Source: an optimization exercise on an open RTL-to-GDS flow (aim: small area). Production flows keep margins and buffers that such runs may drop.
Where RTL was checked, it was by simulation tests only, not by an equivalence proof against the original.
The clock port is modelled as an ideal driver; clocking choices that lean on that would not hold on a real chip.
Power and IR drop assume default switching activity.

==> run R: inputs <==
## adq_regs_top
module adq_regs_top (
    input  wire                                clk_i,
    input  wire                                rst_i,
    input  wire [15-1:0]              paddr_i,
    input  wire                                psel_i,
    input  wire                                penable_i,
    input  wire                                pwrite_i,
    input  wire [16-1:0]              pwdata_i,
    output wire [16-1:0]              prdata_o,
    output wire                                pready_o,
    output wire                                pslverr_o,
    input  wire [8*16-1:0]   user_status_i,
    output wire [8*16-1:0]  user_ctrl_o,
    output wire [8-1:0]              user_strobe_o,
    output wire [36-1:0]                   sys_o,
    output wire [2*64-1:0]  cal_o,
    output wire [3-1:0]                idelay_o
);
    localparam int DW = 16;
    localparam int NW       = 23;
    localparam int W_CTRL   = 0;
    localparam int W_SKIP   = 8;
    localparam int W_IDELAY = 9;
    localparam int W_AFE    = 10;
    localparam int W_DECIM  = 11;
    localparam int W_LED    = 12;
    localparam int W_PD     = 13;
    localparam int W_DF     = 14;
    localparam int W_CAL    = 15;    
    function automatic logic [15-1:0] waddr(int w);
        case (w)
            W_SKIP:   waddr = 15'h2AA0;
            W_IDELAY: waddr = 15'h2AA1;
            W_AFE:    waddr = 15'h2AA2;
            W_DECIM:  waddr = 15'h2AA3;
            W_LED:    waddr = 15'h2AAA;
            W_PD:     waddr = 15'h2AAB;
            W_DF:     waddr = 15'h2AAC;
            15:       waddr = 15'h2AB0;
            16:       waddr = 15'h2AB0 + 1;
  ...
Settings: LEC_CHECK=0, CAP_MARGIN=20, CORE_MARGIN=2, CORE_UTILIZATION=40, CTS_BUF_LIST=sky130_fd_sc_hd__clkbuf_4 sky130_fd_sc_hd__clkbuf_8, PLACE_DENSITY=0.6, SLEW_MARGIN=20, SYNTH_HIERARCHICAL=1, SYNTH_MINIMUM_KEEP_SIZE=0; clock period 5.0 ns.
standard.sh (not shown) runs the stock make flow with config.mk's settings and CLKGATE_MAP_FILE= SYNTH_SCRIPT=/design/flow/synth_recipe.tcl, a recipe that flattens the netlist after the stock synthesis.
==> flow/flow/run.sh <==
#!/bin/bash
# Standard ORFS layout (the standard.sh, standard synthesis), with the
# port buffers made from the smallest buffer cell. Full make output goes to
# flow_make.log in the work folder; ORFS's own per-step logs stay under orfs/logs.
set -euo pipefail
bash standard.sh "BUFFER_PORTS_ARGS=-buffer_cell sky130_fd_sc_hd__buf_1" finish > flow_make.log 2>&1
==> inputs of run B, as changes to run R <==
--- a/flow/design.v
+++ b/flow/design.v
@@ -77,56 +77,75 @@
     end
     assign done = psel_i && penable_i && !setup_q && !rst_i;
     assign wr   = done && pwrite_i;
     logic [NW-1:0] hit;
     logic [3:0]    hit_ver;
     logic [7:0]    hit_status;
     logic          mapped;
     logic          read_only;
+    logic [2:0] blk;
+    logic [7:0] grp;
+    logic [7:0] idx;
+    assign blk[0] = paddr_i[14:6] == 9'h000;    
+    assign blk[1] = paddr_i[14:6] == 9'h0AA;    
+    assign blk[2] = paddr_i[14:6] == 9'h0AB;    
+    always_comb begin
+        for (int k = 0; k < 8; k++) begin
+            grp[k] = paddr_i[5:3] == k;
+            idx[k] = paddr_i[2:0] == k;
+        end
+    end
+    function automatic int wblk(logic [15-1:0] a);
+        wblk = (a[14:6] == 9'h000) ? 0 : (a[14:6] == 9'h0AA) ? 1 : 2;
+    endfunction
     always_comb begin
         for (int w = 0; w < NW; w++) begin
-            hit[w] = (paddr_i == waddr(w));
+            hit[w] = blk[wblk(waddr(w))] & grp[waddr(w) >> 3 & 7] & idx[waddr(w) & 7];
         end
         for (int v = 0; v < 4; v++) begin
-            hit_ver[v] = (paddr_i == 15'h0000 + v);
+            hit_ver[v] = blk[0] & grp[0] & idx[v];
         end
         for (int s = 0; s < 8; s++) begin
-            hit_status[s] = (paddr_i == 15'h0020 + s);
+            hit_status[s] = blk[0] & grp[4] & idx[s];
         end
     end
     assign read_only = |hit_ver || |hit_status;
     assign mapped    = |hit || read_only;
     assign pready_o  = done;
     assign pslverr_o = done && (!mapped || (pwrite_i && read_only));
-    logic [DW-1:0] wdata0;    
-    logic [DW-1:0] wdata1;    
-    logic [NW-1:0] we;
-    logic [NW-1:0] load;
-    logic [DW-1:0] word_q [NW];
-    assign wdata0 = pwdata_i & {DW{!rst_i}};
-    assign wdata1 = pwdata_i | {DW{rst_i}};
+    logic [NW-1:0]    we;
+    logic [NW-1:0]    hold;
+    logic [NW*DW-1:0] word_flat;
+    logic [NW*DW-1:0] word_next;
+    logic [DW-1:0]    word_q [NW];
     assign we     = {NW{wr}} & hit;
-    assign load   = we | {NW{rst_i}};
+    assign hold   = ~(we | {NW{rst_i}});
+    adq_word_next u_word_next (
+        .set_i   (we),
+        .hold_i  (hold),
+        .rst_i   (rst_i),
+        .data_i  (pwdata_i),
+        .q_i     (word_flat),
+        .d_o     (word_next)
+    );
     for (genvar w = 0; w < NW; w++) begin : g_word
         localparam int WW = wwidth(w);
-        localparam logic [DW-1:0] RV = wreset(w);
         for (genvar b = 0; b < DW; b++) begin : g_bit
             if (b < WW) begin : g_used
                 logic q;
                 always_ff @(posedge clk_i) begin
-                    if (load[w]) begin
-                        q <= RV[b] ? wdata1[b] : wdata0[b];
-                    end
+                    q <= word_next[w*DW + b];
                 end
                 assign word_q[w][b] = q;
             end else begin : g_unused
                 assign word_q[w][b] = 1'b0;
             end
         end
+        assign word_flat[w*DW +: DW] = word_q[w];
     end
     for (genvar i = 0; i < 8; i++) begin : g_ctrl_out
         assign user_ctrl_o[i*DW +: DW] = word_q[W_CTRL + i];
     end
     assign sys_o = {word_q[W_SKIP],
                     word_q[W_AFE][4-1:0],
                     word_q[W_DECIM][9-1:0],
                     word_q[W_LED][3-1:0],
@@ -141,33 +160,29 @@
     logic [8-1:0] strobe_q;
     always_ff @(posedge clk_i) begin
         strobe_q <= we[W_CTRL +: 8];
     end
     assign user_strobe_o = strobe_q;
     logic [DW-1:0] rd_mux;
     logic [DW-1:0] rdata_q;
     logic          cap;
-    logic [NW*DW-1:0] word_flat;
-    for (genvar w = 0; w < NW; w++) begin : g_flat
-        assign word_flat[w*DW +: DW] = word_q[w];
-    end
+    assign cap = !penable_i;
     adq_rd_mux u_rd_mux (
-        .sel_ver_i    (hit_ver),
-        .sel_status_i (hit_status),
-        .sel_word_i   (hit),
+        .sel_ver_i    (hit_ver & {4{cap}}),
+        .sel_status_i (hit_status & {8{cap}}),
+        .sel_word_i   (hit & {NW{cap}}),
         .status_i     (user_status_i),
         .word_i       (word_flat),
+        .hold_i       (penable_i),
+        .q_i          (rdata_q),
         .rd_o         (rd_mux)
     );
-    assign cap = !penable_i;
-    always_ff @(posedge clk_i) begin
-        if (cap) begin
-            rdata_q <= rd_mux;
-        end
+    always_ff @(posedge clk_i) begin
+        rdata_q <= rd_mux;
     end
     assign prdata_o = rdata_q;
     logic       rise;
     logic       rise1_q;
     logic       rise2_q;
     logic       load_q;
     logic [1:0] tap_q;
     logic       tap_load;
@@ -184,40 +199,85 @@
     assign idelay_o = {load_q, tap_q};
 endmodule
 module adq_rd_mux (
     input  wire [4-1:0]           sel_ver_i,
     input  wire [8-1:0]            sel_status_i,
     input  wire [22:0]                      sel_word_i,
     input  wire [8*16-1:0] status_i,
     input  wire [23*16-1:0]        word_i,
+    input  wire                             hold_i,
+    input  wire [16-1:0]           q_i,
     output logic [16-1:0]          rd_o
 );
     localparam int DW = 16;
     function automatic int wwidth(int w);
         case (w)
             9:       wwidth = 3;
             10:      wwidth = 4;
             11:      wwidth = 9;
             12:      wwidth = 3;
             13:      wwidth = 2;
             14:      wwidth = 2;
             default: wwidth = DW;
         endcase
     endfunction
     always_comb begin
-        rd_o = '0;
+        rd_o = {DW{hold_i}} & q_i;
         if (sel_ver_i[0]) rd_o = rd_o | {8'h07, 8'h01};
         if (sel_ver_i[1]) rd_o = rd_o | {6'h11, 4'h2, 6'h03};
         if (sel_ver_i[3]) rd_o = rd_o | {8'hA5, 8'h00};
         for (int s = 0; s < 8; s++) begin
             rd_o = rd_o | ({DW{sel_status_i[s]}} & status_i[s*DW +: DW]);
         end
         for (int w = 0; w < 23; w++) begin
             for (int b = 0; b < DW; b++) begin
                 if (b < wwidth(w)) begin
                     rd_o[b] = rd_o[b] | (sel_word_i[w] & word_i[w*DW + b]);
                 end
             end
         end
     end
 endmodule
+module adq_word_next (
+    input  wire [22:0]                 set_i,
+    input  wire [22:0]                 hold_i,
+    input  wire                        rst_i,
+    input  wire [16-1:0]      data_i,
+    input  wire [23*16-1:0]   q_i,
+    output logic [23*16-1:0]  d_o
+);
+    localparam int DW = 16;
+    function automatic logic [DW-1:0] wreset(int w);
+        case (w)
+            15, 16:  wreset = 16'sd1024;
+            17, 18:  wreset = 16'sd0;
+            19, 20:  wreset = 16'sd8191;
+            21, 22:  wreset = (-16'sd8192);
+            default: wreset = '0;
+        endcase
+    endfunction
+    function automatic int wwidth(int w);
+        case (w)
+            9:       wwidth = 3;
+            10:      wwidth = 4;
+            11:      wwidth = 9;
+            12:      wwidth = 3;
+            13:      wwidth = 2;
+            14:      wwidth = 2;
+            default: wwidth = DW;
+        endcase
+    endfunction
+    always_comb begin
+        d_o = '0;
+        for (int w = 0; w < 23; w++) begin
+            for (int b = 0; b < DW; b++) begin
+                if (b >= wwidth(w)) begin
+                end else if (wreset(w) & (1 << b)) begin
+                    d_o[w*DW + b] = (set_i[w] & data_i[b]) | (hold_i[w] & q_i[w*DW + b]) | rst_i;
+                end else begin
+                    d_o[w*DW + b] = (set_i[w] & data_i[b]) | (hold_i[w] & q_i[w*DW + b]);
+                end
+            end
+        end
+    end
+endmodule
 `default_nettype wire
==> flow/flow/run.sh (replaced) <==
#!/bin/bash
set -euo pipefail
bash standard.sh "BUFFER_PORTS_ARGS=-buffer_cell sky130_fd_sc_hd__buf_1" \
  "CTS_ARGS=-sink_clustering_enable -repair_clock_nets -buf_list {sky130_fd_sc_hd__clkbuf_4} -sink_clustering_size 10 -sink_clustering_max_diameter 40 -dont_use_dummy_load" \
  "POST_CTS_TCL=$PWD/flow/post_cts.tcl" \
  finish > flow_make.log 2>&1
==> flow/flow/post_cts.tcl (new file) <==
estimate_parasitics -placement
set limit_ns 0.105
set drivers [dict create]
foreach pin [get_pins -hierarchical */CLK] {
  set worst 0.0
  foreach a {max} { foreach e {rise fall} {
    set s [get_property $pin slew_${a}_$e]
    if {[string is double -strict $s] && $s > $worst} { set worst $s }
  } }
  if {$worst > $limit_ns} {
    set net [get_nets -of_objects $pin]
    foreach dp [get_pins -of_objects $net -filter "direction==output"] {
      dict set drivers [get_full_name [get_cells -of_objects $dp]] 1
    }
  }
}
set next {sky130_fd_sc_hd__clkbuf_1 sky130_fd_sc_hd__clkbuf_2 sky130_fd_sc_hd__clkbuf_2 sky130_fd_sc_hd__clkbuf_4 sky130_fd_sc_hd__clkbuf_4 sky130_fd_sc_hd__clkbuf_8 sky130_fd_sc_hd__clkbuf_8 sky130_fd_sc_hd__clkbuf_16}
foreach name [dict keys $drivers] {
  set inst [get_cells $name]
  set master [get_property $inst ref_name]
  set i [lsearch -exact $next $master]
  if {$i >= 0 && $i + 1 < [llength $next] && $master ne "sky130_fd_sc_hd__clkbuf_16"} {
    set to [lindex $next [expr {$i + 1}]]
    if {$to eq $master} { set to [lindex $next [expr {$i + 2}]] }
    puts "post_cts: $name $master -> $to"
    replace_cell $inst $to
  }
}
detailed_placement
check_placement -verbose
estimate_parasitics -placement
Settings changed: CORE_UTILIZATION 40 to 65, CTS_BUF_LIST sky130_fd_sc_hd__clkbuf_4 sky130_fd_sc_hd__clkbuf_8 to default, PLACE_DENSITY 0.6 to 0.8.
==> inputs of run A, as changes to run R <==
--- a/flow/design.v
+++ b/flow/design.v
@@ -92,41 +92,50 @@
         for (int s = 0; s < 8; s++) begin
             hit_status[s] = (paddr_i == 15'h0020 + s);
         end
     end
     assign read_only = |hit_ver || |hit_status;
     assign mapped    = |hit || read_only;
     assign pready_o  = done;
     assign pslverr_o = done && (!mapped || (pwrite_i && read_only));
-    logic [DW-1:0] wdata0;    
-    logic [DW-1:0] wdata1;    
-    logic [NW-1:0] we;
-    logic [NW-1:0] load;
-    logic [DW-1:0] word_q [NW];
-    assign wdata0 = pwdata_i & {DW{!rst_i}};
+    logic [DW-1:0]    wdata1;    
+    logic [NW-1:0]    we;
+    logic [NW-1:0]    set1;      
+    logic [NW-1:0]    hold;
+    logic [NW*DW-1:0] word_flat;
+    logic [NW*DW-1:0] word_next;
+    logic [DW-1:0]    word_q [NW];
     assign wdata1 = pwdata_i | {DW{rst_i}};
     assign we     = {NW{wr}} & hit;
-    assign load   = we | {NW{rst_i}};
+    assign set1   = we | {NW{rst_i}};
+    assign hold   = ~(we | {NW{rst_i}});
+    adq_word_next u_word_next (
+        .set0_i  (we),
+        .set1_i  (set1),
+        .hold_i  (hold),
+        .data0_i (pwdata_i),
+        .data1_i (wdata1),
+        .q_i     (word_flat),
+        .d_o     (word_next)
+    );
     for (genvar w = 0; w < NW; w++) begin : g_word
         localparam int WW = wwidth(w);
-        localparam logic [DW-1:0] RV = wreset(w);
         for (genvar b = 0; b < DW; b++) begin : g_bit
             if (b < WW) begin : g_used
                 logic q;
                 always_ff @(posedge clk_i) begin
-                    if (load[w]) begin
-                        q <= RV[b] ? wdata1[b] : wdata0[b];
-                    end
+                    q <= word_next[w*DW + b];
                 end
                 assign word_q[w][b] = q;
             end else begin : g_unused
                 assign word_q[w][b] = 1'b0;
             end
         end
+        assign word_flat[w*DW +: DW] = word_q[w];
     end
     for (genvar i = 0; i < 8; i++) begin : g_ctrl_out
         assign user_ctrl_o[i*DW +: DW] = word_q[W_CTRL + i];
     end
     assign sys_o = {word_q[W_SKIP],
                     word_q[W_AFE][4-1:0],
                     word_q[W_DECIM][9-1:0],
                     word_q[W_LED][3-1:0],
@@ -141,33 +150,29 @@
     logic [8-1:0] strobe_q;
     always_ff @(posedge clk_i) begin
         strobe_q <= we[W_CTRL +: 8];
     end
     assign user_strobe_o = strobe_q;
     logic [DW-1:0] rd_mux;
     logic [DW-1:0] rdata_q;
     logic          cap;
-    logic [NW*DW-1:0] word_flat;
-    for (genvar w = 0; w < NW; w++) begin : g_flat
-        assign word_flat[w*DW +: DW] = word_q[w];
-    end
+    assign cap = !penable_i;
     adq_rd_mux u_rd_mux (
-        .sel_ver_i    (hit_ver),
-        .sel_status_i (hit_status),
-        .sel_word_i   (hit),
+        .sel_ver_i    (hit_ver & {4{cap}}),
+        .sel_status_i (hit_status & {8{cap}}),
+        .sel_word_i   (hit & {NW{cap}}),
         .status_i     (user_status_i),
         .word_i       (word_flat),
+        .hold_i       (penable_i),
+        .q_i          (rdata_q),
         .rd_o         (rd_mux)
     );
-    assign cap = !penable_i;
-    always_ff @(posedge clk_i) begin
-        if (cap) begin
-            rdata_q <= rd_mux;
-        end
+    always_ff @(posedge clk_i) begin
+        rdata_q <= rd_mux;
     end
     assign prdata_o = rdata_q;
     logic       rise;
     logic       rise1_q;
     logic       rise2_q;
     logic       load_q;
     logic [1:0] tap_q;
     logic       tap_load;
@@ -184,40 +189,86 @@
     assign idelay_o = {load_q, tap_q};
 endmodule
 module adq_rd_mux (
     input  wire [4-1:0]           sel_ver_i,
     input  wire [8-1:0]            sel_status_i,
     input  wire [22:0]                      sel_word_i,
     input  wire [8*16-1:0] status_i,
     input  wire [23*16-1:0]        word_i,
+    input  wire                             hold_i,
+    input  wire [16-1:0]           q_i,
     output logic [16-1:0]          rd_o
 );
     localparam int DW = 16;
     function automatic int wwidth(int w);
         case (w)
             9:       wwidth = 3;
             10:      wwidth = 4;
             11:      wwidth = 9;
             12:      wwidth = 3;
             13:      wwidth = 2;
             14:      wwidth = 2;
             default: wwidth = DW;
         endcase
     endfunction
     always_comb begin
-        rd_o = '0;
+        rd_o = {DW{hold_i}} & q_i;
         if (sel_ver_i[0]) rd_o = rd_o | {8'h07, 8'h01};
         if (sel_ver_i[1]) rd_o = rd_o | {6'h11, 4'h2, 6'h03};
         if (sel_ver_i[3]) rd_o = rd_o | {8'hA5, 8'h00};
         for (int s = 0; s < 8; s++) begin
             rd_o = rd_o | ({DW{sel_status_i[s]}} & status_i[s*DW +: DW]);
         end
         for (int w = 0; w < 23; w++) begin
             for (int b = 0; b < DW; b++) begin
                 if (b < wwidth(w)) begin
                     rd_o[b] = rd_o[b] | (sel_word_i[w] & word_i[w*DW + b]);
                 end
             end
         end
     end
 endmodule
+module adq_word_next (
+    input  wire [22:0]                 set0_i,
+    input  wire [22:0]                 set1_i,
+    input  wire [22:0]                 hold_i,
+    input  wire [16-1:0]      data0_i,
+    input  wire [16-1:0]      data1_i,
+    input  wire [23*16-1:0]   q_i,
+    output logic [23*16-1:0]  d_o
+);
+    localparam int DW = 16;
+    function automatic logic [DW-1:0] wreset(int w);
+        case (w)
+            15, 16:  wreset = 16'sd1024;
+            17, 18:  wreset = 16'sd0;
+            19, 20:  wreset = 16'sd8191;
+            21, 22:  wreset = (-16'sd8192);
+            default: wreset = '0;
+        endcase
+    endfunction
+    function automatic int wwidth(int w);
+        case (w)
+            9:       wwidth = 3;
+            10:      wwidth = 4;
+            11:      wwidth = 9;
+            12:      wwidth = 3;
+            13:      wwidth = 2;
+            14:      wwidth = 2;
+            default: wwidth = DW;
+        endcase
+    endfunction
+    always_comb begin
+        d_o = '0;
+        for (int w = 0; w < 23; w++) begin
+            for (int b = 0; b < DW; b++) begin
+                if (b >= wwidth(w)) begin
+                end else if (wreset(w) & (1 << b)) begin
+                    d_o[w*DW + b] = (set1_i[w] & data1_i[b]) | (hold_i[w] & q_i[w*DW + b]);
+                end else begin
+                    d_o[w*DW + b] = (set0_i[w] & data0_i[b]) | (hold_i[w] & q_i[w*DW + b]);
+                end
+            end
+        end
+    end
+endmodule
 `default_nettype wire
==> flow/flow/run.sh (replaced) <==
#!/bin/bash
set -euo pipefail
bash standard.sh "BUFFER_PORTS_ARGS=-buffer_cell sky130_fd_sc_hd__buf_1" \
  "CTS_ARGS=-sink_clustering_enable -repair_clock_nets -buf_list {sky130_fd_sc_hd__clkbuf_16} -sink_clustering_size 28 -sink_clustering_max_diameter 70 -dont_use_dummy_load" \
  finish > flow_make.log 2>&1
Settings changed: CTS_BUF_LIST sky130_fd_sc_hd__clkbuf_4 sky130_fd_sc_hd__clkbuf_8 to sky130_fd_sc_hd__clkbuf_2 sky130_fd_sc_hd__clkbuf_4.
==> inputs of run G, as changes to run R <==
==> flow/flow/run.sh (replaced) <==
#!/bin/bash
set -euo pipefail
bash standard.sh "BUFFER_PORTS_ARGS=-buffer_cell sky130_fd_sc_hd__buf_1" \
  "CTS_ARGS=-sink_clustering_enable -repair_clock_nets -buf_list {sky130_fd_sc_hd__clkbuf_8 sky130_fd_sc_hd__clkbuf_16} -sink_clustering_size 30 -sink_clustering_max_diameter 80 -dont_use_dummy_load" \
  finish > flow_make.log 2>&1
Settings changed: CTS_BUF_LIST sky130_fd_sc_hd__clkbuf_4 sky130_fd_sc_hd__clkbuf_8 to sky130_fd_sc_hd__clkbuf_2 sky130_fd_sc_hd__clkbuf_4.
==> flow_metrics.py <==
metrics = {
    "worst_setup_path": {
        "crit_path_max_incr_delay_ns": 0.61,
        "regToRegEndpoint": "g_word[1].g_bit[11].g_used.q",
        "rrSetupSlack_ns": 2.13,
    },
    "layout": {
        "layout.nonclk_buf_share_pct": 14.3,
        "multi_input_area_share_pct": 19.7,
        "clock_buffers": 19,
        "design_area_um2": 16300,
        "multi_input_cells": 443,
    },
    "run_status": {
        "outcome": "finished clean",
    },
    "global_routing": {
        "use_met1_pct": 40.4,
        "antenna_found_initial": 2,
        "grt_pass1_wl_mm": 83.9,
    },
    "routing": {
        "postRouteWirelength_mm": 64.0,
    },
    "sta": {
        "finalCriticalPeriod_ns": 4.25,
    },
    "power_and_ir_drop": {
        "powerDensity_nw_per_um2": 332,
    },
    "synthesis": {
        "syn_avg_cell_area_um2": 13.4,
        "synth_fp_nets": 1299,
        "synth_warnings": 9,
    },
    "floorplan": {
        "nWellTaps": 511,
    },
}
Source of the figures above: run G

==> flow_metrics.py <==
metrics = {
    "run_status": {
        "outcome": "finished clean",
    },
    "worst_setup_path": {
        "rrSetupSlack_ns": 2.07,
        "regToRegEndpoint": "g_word[1].g_bit[3].g_used.q",
        "reg2reg_depth": 7,
        "crit_path_max_incr_delay_ns": 0.61,
    },
    "placed_design": {
        "dp_cells": 1833,
    },
    "routing": {
        "postRouteWirelength_mm": 64.7,
    },
    "synthesis": {
        "syn_avg_cell_area_um2": 13.4,
        "synth_fp_nets": 1299,
    },
    "global_routing": {
        "use_met1_pct": 40.2,
        "antenna_found_initial": 2,
    },
    "layout": {
        "largest_cell_class": "sequential cells",
        "multi_input_area_share_pct": 19.0,
        "multi_input_cells": 443,
        "layout.cells.non_filler": 1928,
        "clock_buffers": 68,
    },
    "sta": {
        "finalCriticalPeriod_ns": 4.26,
    },
    "floorplan": {
        "nWellTaps": 511,
    },
}
Source of the figures above: run R

==> flow_metrics.py <==
metrics = {
    "layout": {
        "clock_buffers": 24,
        "design_area_um2": 16000,
        "multi_input_cells": 753,
        "multi_input_area_share_pct": 36.9,
        "layout.nonclk_buf_share_pct": 14.4,
        "final_common_cell": "buf_1",
    },
    "global_routing": {
        "use_met1_pct": 49.0,
        "antenna_found_initial": 2,
    },
    "synthesis": {
        "synth_fp_nets": 1691,
        "syn_avg_cell_area_um2": 10.3,
        "synth_warnings": 10,
    },
    "worst_setup_path": {
        "crit_path_max_incr_delay_ns": 0.52,
        "rrSetupSlack_ns": 2.40,
        "regToRegEndpoint": "g_word[21].g_bit[5].g_used.q",
    },
    "power_and_ir_drop": {
        "pwr-share-seq_pct": 56.0,
        "powerDensity_nw_per_um2": 298,
    },
    "floorplan": {
        "nWellTaps": 518,
    },
    "run_status": {
        "outcome": "finished clean",
    },
}
Source of the figures above: run A

==> flow_metrics.py <==
metrics = {
    "run_status": {
        "outcome": "finished clean",
    },
    "layout": {
        "multi_input_cells": 719,
        "seq_area_um2": 6530,
        "multi_input_area_share_pct": 36.9,
        "layout.nonclk_buf_share_pct": 15.2,
        "clock_buffers": 44,
    },
    "power_and_ir_drop": {
        "powerDensity_nw_per_um2": 278,
    },
    "sta": {
        "finalCriticalPeriod_ns": 3.83,
    },
    "synthesis": {
        "syn_avg_cell_area_um2": 10.0,
        "synth_warnings": 10,
        "synth_cells": 1508,
        "synth_fp_nets": 1672,
    },
    "worst_setup_path": {
        "crit_path_max_incr_delay_ns": 0.64,
        "rrSetupSlack_ns": 2.30,
        "regToRegEndpoint": "g_word[7].g_bit[5].g_used.q",
    },
    "global_routing": {
        "antenna_found_initial": 5,
        "grt_pass1_wl_mm": 91.2,
    },
    "floorplan": {
        "nWellTaps": 285,
    },
}
Source of the figures above: run B

For run R and run G, only the layout was checked, not whether the RTL still works.

## what the ideal ports hide
No port has a modelled driver above. Below, the same layouts with a new extraction and two added sets of constraints.
Step 1: set_driving_cell puts a clkbuf_16 on clk_i and a buf_2 on each other input, an assumption about the parent block.
Step 2, shift: input delay + t, output delay - t, t = (earliest + latest rising clock arrival at the registers) / 2. This alone moves slack from input paths to output paths.
Three values: ideal, step 1, step 2; two values: the first two.
run	t (ns)	slack for setup (ns)	worst setup path after step 2	latest minus earliest clock arrival (ns)
run R	0.643	0.745 / 0.719 / 0.701	input to register	0.020 / 0.020
run B	0.712	1.170 / 1.144 / 0.852	input to register	0.118 / 0.117
run A	0.590	1.358 / 1.382 / 0.792	input to register	0.071 / 0.070
run G	0.567	0.748 / 0.728 / 0.728	input to output	0.074 / 0.074
After both steps setup and hold are still met in every run listed. The setup slack of run A, which loses most, moves by +0.024 ns with the drivers and by -0.566 ns with both steps.
